Background: an optimization exercise with open tools, aiming at small area. Do not read the settings as production practice. In this exercise RTL edits were held to simulation tests only and were not proved equivalent to the original. No activity file was given, so power comes from the tool's default toggle rates. The clock port is modelled as an ideal driver; clocking choices that lean on that would not hold on a real chip.

==> flow/design.v (excerpt) <==
module host_terminal_top #(
   parameter int MEM_WORDS    = 64,
   parameter int CALIB_CYCLES = 16,
   parameter int RING         = 4
) (
   input  logic                 ifclk,
   input  logic                 rst,
   input  term_pkg::term_addr_t term_addr,
   input  term_pkg::reg_addr_t  reg_addr,
   input  logic [31:0]          len,
   input  logic                 read_mode,
   input  logic                 read_req,
   input  logic                 read,
   input  logic                 write_mode,
   input  logic                 write,
   input  term_pkg::reg_data_t  reg_datai,
   output term_pkg::reg_data_t  reg_datao,
   output logic                 read_rdy,
   output logic                 write_rdy,
   output term_pkg::reg_data_t  transfer_status
);
==> flow/config.mk <==
export PLATFORM = sky130hd
export DESIGN_NAME = host_terminal_top
export DESIGN_NICKNAME = host_terminal_top
export VERILOG_FILES = /design/flow/design.v
export SDC_FILE = /design/flow/constraint.sdc
export NUM_CORES = 4
export LEC_CHECK = 0
export ABC_AREA = 1
export CAP_MARGIN = 20
export CORE_MARGIN = 2
export CORE_UTILIZATION = 60
export SLEW_MARGIN = 20
==> flow/constraint.sdc <==
create_clock -name core_clock -period 8.0 [get_ports {ifclk}]
set_input_delay 1.6000 -clock core_clock [delete_from_list [all_inputs] [get_ports {ifclk}]]
set_output_delay 1.6000 -clock core_clock [all_outputs]
set_load 0.01 [all_outputs]
standard.sh (not shown) runs the stock make flow with config.mk's settings and CLKGATE_MAP_FILE= SYNTH_SCRIPT=/design/flow/synth_recipe.tcl, a recipe that flattens the netlist after the stock synthesis.
==> flow/flow/run.sh <==
#!/bin/bash
# The standard layout with three changes:
#  - synthesis is the standard flow's own script, but Yosys's abc maps the logic with an
#    area-oriented ABC script (flow/abc_area.script); the registers are
#    mapped before abc and are the standard synthesis's;
#  - a leaner clock tree (no dummy loads, clusters of up to 16 sinks);
#  - single-size port buffers.
set -euo pipefail
here=$(pwd)
export MY_ABC_SCRIPT="$here/flow/abc_area.script"
export BUFFER_PORTS_ARGS="-buffer_cell sky130_fd_sc_hd__buf_1"
export CTS_ARGS="-sink_clustering_enable -repair_clock_nets -dont_use_dummy_load -buf_list {sky130_fd_sc_hd__clkbuf_4 sky130_fd_sc_hd__clkbuf_8} -sink_clustering_size 16 -sink_clustering_max_diameter 50"
sed "s#SYNTH_SCRIPT=[^ ]*#SYNTH_SCRIPT=$here/flow/synth.tcl#" standard.sh > own_standard.sh
bash own_standard.sh > flow_make.log 2>&1
==> flow/flow/abc_area.script <==
strash
dch
amap -F 4 -A 8
topo
stime -c
==> flow/flow/synth.tcl <==
proc synth {args} { yosys synth -nofsm -noshare {*}$args }
proc abc {args} {
  if { [info exists ::env(MY_ABC_SCRIPT)] } {
    set i [lsearch -exact $args -script]
    if { $i >= 0 } {
      set args [lreplace $args [expr {$i + 1}] [expr {$i + 1}] $::env(MY_ABC_SCRIPT)]
    }
  }
  yosys abc {*}$args
}
source $::env(SCRIPTS_DIR)/synth.tcl
# left out here: clear keep_hierarchy, flatten, clean up, hide names made inside functions, write 1_2_yosys.v
==> next run, changes <==
Settings changed: CORE_UTILIZATION 60 to 50.
After rerunning: Total power barely changes; synthesized area stays the same; hold slack loses 0.021 ns; design area went up slightly; count of clock-buffer cells in the layout rose by 2; global-route usage came out lower by 5.8 points; via count goes down slightly; worst setup slack gets worse by 0.044 ns; cell count goes up by a few percent; wire length is lower by a few percent; clock skew came out higher by 0.016 ns.
==> next run, changes <==
Settings changed: CAP_MARGIN 20 to 5, CORE_UTILIZATION 50 to 60, SLEW_MARGIN 20 to 5.
Outcome:
- The changed run ran to the end with no violations
- final cell count decreases by 4.6%
- sequential share of layout area increases by 0.49 points
- clock-buffer cell count decreases by 2
==> next run, changes <==
--- a/flow/flow/run.sh
+++ b/flow/flow/run.sh
@@ -10,5 +10,5 @@
 export MY_ABC_SCRIPT="$here/flow/abc_area.script"
 export BUFFER_PORTS_ARGS="-buffer_cell sky130_fd_sc_hd__buf_1"
-export CTS_ARGS="-sink_clustering_enable -repair_clock_nets -dont_use_dummy_load -buf_list {sky130_fd_sc_hd__clkbuf_4 sky130_fd_sc_hd__clkbuf_8} -sink_clustering_size 16 -sink_clustering_max_diameter 50"
+export CTS_ARGS="-sink_clustering_enable -repair_clock_nets -dont_use_dummy_load -buf_list {sky130_fd_sc_hd__clkbuf_4} -sink_clustering_size 12 -sink_clustering_max_diameter 40"
 sed "s#SYNTH_SCRIPT=[^ ]*#SYNTH_SCRIPT=$here/flow/synth.tcl#" standard.sh > own_standard.sh
 bash own_standard.sh > flow_make.log 2>&1
Settings changed: CAP_MARGIN 5 to 20, SLEW_MARGIN 5 to 20.
Via count came out higher by 1.4%.
Sequential power barely changes.
Global-route usage came out higher by 0.11 points.
Flip-flop and latch count stays the same.
Setup slack gets better by 0.29 ns.
Die area is unchanged.
Utilization came out lower by 0.68 points.
Cell area came out lower by 1.0%.
Critical path depth is unchanged.
Final cell count came out higher by 1.1%.
==> next run, changes <==
--- a/flow/flow/run.sh
+++ b/flow/flow/run.sh
@@ -10,5 +10,5 @@
 export MY_ABC_SCRIPT="$here/flow/abc_area.script"
 export BUFFER_PORTS_ARGS="-buffer_cell sky130_fd_sc_hd__buf_1"
-export CTS_ARGS="-sink_clustering_enable -repair_clock_nets -dont_use_dummy_load -buf_list {sky130_fd_sc_hd__clkbuf_4} -sink_clustering_size 12 -sink_clustering_max_diameter 40"
+export CTS_ARGS="-sink_clustering_enable -repair_clock_nets -dont_use_dummy_load -buf_list {sky130_fd_sc_hd__clkbuf_16} -sink_clustering_size 30 -sink_clustering_max_diameter 35"
 sed "s#SYNTH_SCRIPT=[^ ]*#SYNTH_SCRIPT=$here/flow/synth.tcl#" standard.sh > own_standard.sh
 bash own_standard.sh > flow_make.log 2>&1
==> flow/flow/abc_area.script (replaced) <==
strash
dch
amap -F 4 -A 8
strash
dch
amap -F 4 -A 8
topo
stime -c
After rerunning: Total power grows by 24%. Wire length climbs by 13%. Cell count drops by 0.85%.
==> next run, changes <==
--- a/flow/flow/run.sh
+++ b/flow/flow/run.sh
@@ -10,5 +10,5 @@
 export MY_ABC_SCRIPT="$here/flow/abc_area.script"
 export BUFFER_PORTS_ARGS="-buffer_cell sky130_fd_sc_hd__buf_1"
-export CTS_ARGS="-sink_clustering_enable -repair_clock_nets -dont_use_dummy_load -buf_list {sky130_fd_sc_hd__clkbuf_16} -sink_clustering_size 30 -sink_clustering_max_diameter 35"
+export CTS_ARGS="-sink_clustering_enable -repair_clock_nets -dont_use_dummy_load -buf_list {sky130_fd_sc_hd__clkbuf_4 sky130_fd_sc_hd__clkbuf_8} -sink_clustering_size 16 -sink_clustering_max_diameter 50"
 sed "s#SYNTH_SCRIPT=[^ ]*#SYNTH_SCRIPT=$here/flow/synth.tcl#" standard.sh > own_standard.sh
 bash own_standard.sh > flow_make.log 2>&1
==> flow/flow/abc_area.script (replaced) <==
strash
dch
amap -F 4 -A 8
topo
stime -c
Settings changed: GPL_TIMING_DRIVEN set to 0.
Outcome: Sequential power is about the same; clock power drops by well over a third; flip-flop and latch count does not change; critical path depth decreases by 2.

---

host_terminal_top, a different RTL version from the one above (not shown whole).
Size: roughly 5100 cells after synthesis, about 2200 flip-flops, ~140 I/O pins, ~57000 sq um of cells after synthesis.
Settings: LEC_CHECK=0, ABC_AREA=1, CAP_MARGIN=20, CORE_MARGIN=2, CORE_UTILIZATION=60, SLEW_MARGIN=20; clock period 8.0 ns.
==> flow/flow/run.sh <==
#!/bin/bash
# Standard layout with a leaner clock tree (no dummy loads, larger sink
# clusters) and single-size port buffers. Synthesis is the standard flow's own.
set -euo pipefail
export BUFFER_PORTS_ARGS="-buffer_cell sky130_fd_sc_hd__buf_1"
export CTS_ARGS="-sink_clustering_enable -repair_clock_nets -dont_use_dummy_load -buf_list {sky130_fd_sc_hd__clkbuf_16} -sink_clustering_size 36 -sink_clustering_max_diameter 70"
bash standard.sh > flow_make.log 2>&1
Next try:
--- a/flow/flow/run.sh
+++ b/flow/flow/run.sh
@@ -6 +6 @@
-export CTS_ARGS="-sink_clustering_enable -repair_clock_nets -dont_use_dummy_load -buf_list {sky130_fd_sc_hd__clkbuf_16} -sink_clustering_size 36 -sink_clustering_max_diameter 70"
+export CTS_ARGS="-sink_clustering_enable -repair_clock_nets -dont_use_dummy_load -buf_list {sky130_fd_sc_hd__clkbuf_16} -sink_clustering_size 36 -sink_clustering_max_diameter 50"
--- a/flow/config.mk
+++ b/flow/config.mk
@@ -11 +11 @@
-export CORE_UTILIZATION = 60
+export CORE_UTILIZATION = 75
=> Wire length rose by 1.5%. Global-route usage rose by 7.2 points. Utilization came out higher by 17 points. Cell area climbs by 1.7%. Setup slack got worse by 0.27 ns.
Next try:
--- a/flow/flow/run.sh
+++ b/flow/flow/run.sh
@@ -6 +6 @@
-export CTS_ARGS="-sink_clustering_enable -repair_clock_nets -dont_use_dummy_load -buf_list {sky130_fd_sc_hd__clkbuf_16} -sink_clustering_size 36 -sink_clustering_max_diameter 50"
+export CTS_ARGS="-sink_clustering_enable -repair_clock_nets -dont_use_dummy_load -buf_list {sky130_fd_sc_hd__clkbuf_8} -sink_clustering_size 20 -sink_clustering_max_diameter 45"
--- a/flow/config.mk
+++ b/flow/config.mk
@@ -11 +11 @@
-export CORE_UTILIZATION = 75
+export CORE_UTILIZATION = 60
Via count fell by a few percent. Fmax rose by a few percent. Design area fell slightly. Sequential power is about the same. Setup slack improved by 0.32 ns. Worst hold slack is about the same. Die area rose by a quarter to a third. Final cell count rose by a few percent.
Next try:
--- a/flow/flow/run.sh
+++ b/flow/flow/run.sh
@@ -6 +6 @@
-export CTS_ARGS="-sink_clustering_enable -repair_clock_nets -dont_use_dummy_load -buf_list {sky130_fd_sc_hd__clkbuf_8} -sink_clustering_size 20 -sink_clustering_max_diameter 45"
+export CTS_ARGS="-sink_clustering_enable -repair_clock_nets -dont_use_dummy_load -buf_list {sky130_fd_sc_hd__clkbuf_4 sky130_fd_sc_hd__clkbuf_8} -sink_clustering_size 16 -sink_clustering_max_diameter 50"
--- a/flow/config.mk
+++ b/flow/config.mk
@@ -11 +11,2 @@
-export CORE_UTILIZATION = 60
+export CORE_UTILIZATION = 50
+export PLACE_DENSITY = 0.7
Effect: The new run finished with timing, DRC and antenna clean; global-route usage decreases by 5.0 points; synthesized cell count stays the same; clock-buffer cell count stays the same; synthesized area stays the same; sequential share of layout area decreases by 0.53 points; utilization decreases by 10 points; power is about the same; non-clock buffer count increases by 10; die area increases by about a fifth.

---

Another version of the RTL of host_terminal_top (not shown whole).
Size: about 4400 cells after synthesis, ~2200 flip-flops, about 140 I/O pins.
clock: 8.0 ns
lec_check: 0
cap_margin: 20
core_margin: 2
core_utilization: 40
slew_margin: 20
run.sh (not shown) runs the stock make flow with config.mk's settings and CLKGATE_MAP_FILE= SYNTH_SCRIPT=/design/flow/synth_recipe.tcl, a recipe that flattens the netlist after the stock synthesis.
Stock flow here: none of the scripts above is used.
The starting point passed the timing, DRC and antenna checks.
Next try:
==> flow/flow/run.sh (new file) <==
#!/bin/bash
# The standard layout with three changes:
#  - synthesis is the standard flow's own script, but Yosys's abc maps the logic with an
#    area-oriented ABC script (flow/abc_area.script); the registers are
#    mapped before abc and are the standard synthesis's;
#  - a leaner clock tree (no dummy loads, clusters of up to 16 sinks);
#  - single-size port buffers.
set -euo pipefail
here=$(pwd)
export MY_ABC_SCRIPT="$here/flow/abc_area.script"
export BUFFER_PORTS_ARGS="-buffer_cell sky130_fd_sc_hd__buf_1"
export CTS_ARGS="-sink_clustering_enable -repair_clock_nets -dont_use_dummy_load -buf_list {sky130_fd_sc_hd__clkbuf_4 sky130_fd_sc_hd__clkbuf_8} -sink_clustering_size 16 -sink_clustering_max_diameter 50"
sed "s#SYNTH_SCRIPT=[^ ]*#SYNTH_SCRIPT=$here/flow/synth.tcl#" standard.sh > own_standard.sh
bash own_standard.sh > flow_make.log 2>&1
==> flow/flow/abc_area.script (new file) <==
strash
dch -f
amap -m
topo
stime -c
==> flow/flow/synth.tcl (new file) <==
proc synth {args} { yosys synth -nofsm -noshare {*}$args }
proc abc {args} {
  if { [info exists ::env(MY_ABC_SCRIPT)] } {
    set i [lsearch -exact $args -script]
    if { $i >= 0 } {
      set args [lreplace $args [expr {$i + 1}] [expr {$i + 1}] $::env(MY_ABC_SCRIPT)]
    }
  }
  yosys abc {*}$args
}
source $::env(SCRIPTS_DIR)/synth.tcl
# left out here: clear keep_hierarchy, flatten, clean up, hide names made inside functions, write 1_2_yosys.v
==> flow/standard.sh (new file) <==
#!/bin/bash
# synth_recipe.tcl (not shown) runs the flow's synth.tcl, then flattens the netlist and writes it again
# the make line also repeats each setting of config.mk as NAME=value (left out here)
make -C /OpenROAD-flow-scripts/flow DESIGN_CONFIG=/design/flow/config.mk WORK_HOME=/design/flow/orfs CLKGATE_MAP_FILE= SYNTH_SCRIPT=/design/flow/synth_recipe.tcl "${@:-finish}"
Settings changed: ABC_AREA set to 1, CORE_UTILIZATION 40 to 60.
removed: flow/run.sh
Effect: The new run finished with timing, DRC and antenna clean. Power goes down by 24%. Core utilization goes up by 19 points. Die area goes down by 39%. Count of clock-buffer cells in the layout goes down by 143. Sequential cell count is unchanged. First-iteration DRC count goes down by 12%. Setup slack improved by 0.70 ns. Clock power goes down by 50%. Wire length goes down by 17%. Clock skew goes up by 0.035 ns. Design area goes down by 15%.
Next try:
==> flow/flow/abc_area.script (replaced) <==
strash
dch
map -a
topo
stime -c
Outcome: Worst setup slack improved by 0.31 ns. Non-clock buffer count drops by 34. Clock-buffer cell count rose by 1. Core utilization goes down by 0.10 points. Power goes up by 1.0%. Final cell count rose by 3.3%. Sequential share of layout area stays flat. Die area is higher by 0.38%. Final area barely changes.

---

run 1:
host_terminal_top with an RTL version that a note above also has.
Size: about 53000 sq um of cells after synthesis.
==> flow/config.mk <==
export PLATFORM = sky130hd
export DESIGN_NAME = host_terminal_top
export DESIGN_NICKNAME = host_terminal_top
export VERILOG_FILES = /design/flow/design.v
export SDC_FILE = /design/flow/constraint.sdc
export NUM_CORES = 4
export LEC_CHECK = 0
export ABC_AREA = 1
export CAP_MARGIN = 20
export CORE_MARGIN = 2
export CORE_UTILIZATION = 60
export SLEW_MARGIN = 20
==> flow/constraint.sdc <==
create_clock -name core_clock -period 8.0 [get_ports {ifclk}]
set_input_delay 1.6000 -clock core_clock [delete_from_list [all_inputs] [get_ports {ifclk}]]
set_output_delay 1.6000 -clock core_clock [all_outputs]
set_load 0.01 [all_outputs]
standard.sh (not shown) runs the stock make flow with config.mk's settings and CLKGATE_MAP_FILE= SYNTH_SCRIPT=/design/flow/synth_recipe.tcl, a recipe that flattens the netlist after the stock synthesis.
==> flow/flow/run.sh <==
#!/bin/bash
# The standard layout with three changes:
#  - synthesis is the standard flow's own script, but Yosys's abc maps the logic with an
#    area-oriented ABC script (flow/abc_area.script); the registers are
#    mapped before abc and are the standard synthesis's;
#  - a leaner clock tree (no dummy loads, clusters of up to 16 sinks);
#  - single-size port buffers.
set -euo pipefail
here=$(pwd)
export MY_ABC_SCRIPT="$here/flow/abc_area.script"
export BUFFER_PORTS_ARGS="-buffer_cell sky130_fd_sc_hd__buf_1"
export CTS_ARGS="-sink_clustering_enable -repair_clock_nets -dont_use_dummy_load -buf_list {sky130_fd_sc_hd__clkbuf_4 sky130_fd_sc_hd__clkbuf_8} -sink_clustering_size 16 -sink_clustering_max_diameter 50"
sed "s#SYNTH_SCRIPT=[^ ]*#SYNTH_SCRIPT=$here/flow/synth.tcl#" standard.sh > own_standard.sh
bash own_standard.sh > flow_make.log 2>&1
==> flow/flow/abc_area.script <==
strash
dch
amap -F 4 -A 8
strash
dch
amap -F 4 -A 8
topo
stime -c
==> flow/flow/synth.tcl <==
proc synth {args} { yosys synth -nofsm -noshare {*}$args }
proc abc {args} {
  if { [info exists ::env(MY_ABC_SCRIPT)] } {
    set i [lsearch -exact $args -script]
    if { $i >= 0 } {
      set args [lreplace $args [expr {$i + 1}] [expr {$i + 1}] $::env(MY_ABC_SCRIPT)]
    }
  }
  yosys abc {*}$args
}
source $::env(SCRIPTS_DIR)/synth.tcl
# left out here: clear keep_hierarchy, flatten, clean up, hide names made inside functions, write 1_2_yosys.v
The inputs of run 2 differ from those of run 1 as listed below.
--- a/flow/flow/run.sh
+++ b/flow/flow/run.sh
@@ -12 +12 @@
-export CTS_ARGS="-sink_clustering_enable -repair_clock_nets -dont_use_dummy_load -buf_list {sky130_fd_sc_hd__clkbuf_4 sky130_fd_sc_hd__clkbuf_8} -sink_clustering_size 16 -sink_clustering_max_diameter 50"
+export CTS_ARGS="-sink_clustering_enable -repair_clock_nets -dont_use_dummy_load -buf_list {sky130_fd_sc_hd__clkbuf_4} -sink_clustering_size 8 -sink_clustering_max_diameter 25"
--- outcome ---
Design area: run 2 vs run 1 up 1100 sq um
Relative to run 1, run 2 degrades worst hold slack.
Overall routed net length, run 2 and run 1: higher on run 2
Going from run 1 to run 2, the share of cell area taken by multi-input logic gates was found to have gone down by 0.25 points.
Clock slew seen by the registers of the worst setup and hold paths: run 2 vs run 1 down 0.03 ns
For the core utilization, run 2 came in 1.2 points higher than run 1 did.
Lower total power goes to run 1 over run 2.
Summary of run 2 over run 1: clock-buffer cell count now sits higher, post-synthesis cell area now sits at about the same level, fmax now sits higher.
## Diff of input files: run 3 against run 2
--- a/flow/flow/run.sh
+++ b/flow/flow/run.sh
@@ -12 +12 @@
-export CTS_ARGS="-sink_clustering_enable -repair_clock_nets -dont_use_dummy_load -buf_list {sky130_fd_sc_hd__clkbuf_4} -sink_clustering_size 8 -sink_clustering_max_diameter 25"
+export CTS_ARGS="-sink_clustering_enable -repair_clock_nets -dont_use_dummy_load -buf_list {sky130_fd_sc_hd__clkbuf_4 sky130_fd_sc_hd__clkbuf_16} -sink_clustering_size 12 -sink_clustering_max_diameter 40"
==> flow/flow/abc_area.script <==
strash
dch
amap -F 4 -A 8
topo
stime -c
Findings:
[run 3] routed metal-1 wire length fell 4000 um relative to run 2
Mean area per synthesized cell, run 3 vs run 2: down slightly
The power of run 3 is higher than that of run 2.
[inputs] run 4 vs run 3
--- a/flow/flow/run.sh
+++ b/flow/flow/run.sh
@@ -12 +12 @@
-export CTS_ARGS="-sink_clustering_enable -repair_clock_nets -dont_use_dummy_load -buf_list {sky130_fd_sc_hd__clkbuf_4 sky130_fd_sc_hd__clkbuf_16} -sink_clustering_size 12 -sink_clustering_max_diameter 40"
+export CTS_ARGS="-sink_clustering_enable -repair_clock_nets -dont_use_dummy_load -buf_list {sky130_fd_sc_hd__clkbuf_8} -sink_clustering_size 20 -sink_clustering_max_diameter 45"
Findings:
On maximum frequency, run 4 and run 3 are neck and neck.
Summary: with run 3 as the reference, largest vdd supply drop in run 4 moved down slightly.
Between run 4 and run 3, total number of nets in the final design is lower for run 4, run 3 comes in above that.
Power per cell area shrinks by more than 10% when moving from run 3 to run 4.
Run 3 → run 4: wire length of the first global-routing pass moved down; final critical-path setup slack moved down; sum of routed wire length over all layers moved down; leakage power moved down; cell count moved down.

==> static timing again, ports no longer ideal <==
The results above use ideal ports. As a check the final layouts listed here were re-extracted and re-timed, cells and wires unchanged.
Step 1, drivers: a clkbuf_16 drives ifclk and a buf_2 each remaining input, both assumed.
Step 2, shift: input delay + t, output delay - t, t = (earliest + latest rising clock arrival at the registers) / 2. This alone moves slack from input paths to output paths.
a / b / c = ideal / step 1 / step 2; a / b = the first two.
run	t, ns	slack for setup (ns)	cell pins on the clock port's net
the first run of note 1	0.891	2.121 / 2.098 / 1.528	1
the second run of note 1	0.879	2.077 / 2.057 / 1.656	1
the third run of note 1	0.889	1.872 / 1.849 / 1.512	1
the fourth run of note 1	1.143	2.157 / 2.135 / 1.501	1
the fifth run of note 1	0.836	1.690 / 1.643 / 0.808	1
the sixth run of note 1	0.881	0.785 / 0.835 / -0.046	1
the first run of note 2	0.746	2.270 / 2.245 / 1.946	1
the second run of note 2	0.780	1.998 / 1.977 / 1.977	1
the third run of note 2	0.889	2.314 / 2.289 / 1.911	1
the fourth run of note 2	0.881	1.686 / 1.666 / 1.666	1
the first run of note 3	0.883	0.814 / 0.783 / 0.783	1
the second run of note 3	0.905	1.518 / 1.494 / 1.494	1
the third run of note 3	0.879	1.830 / 1.809 / 1.337	1
run 1	0.889	1.792 / 1.747 / 0.857	1
run 2	1.243	1.915 / 1.894 / 0.793	1
run 3	0.825	2.167 / 2.145 / 1.502	1
run 4	0.875	2.155 / 2.133 / 1.545	1
With both steps, setup timing fails in the sixth run of note 1, where it was met with ideal ports. The setup slack of run 2, which loses most, moves by -0.021 ns with the drivers and by -1.122 ns with both steps.
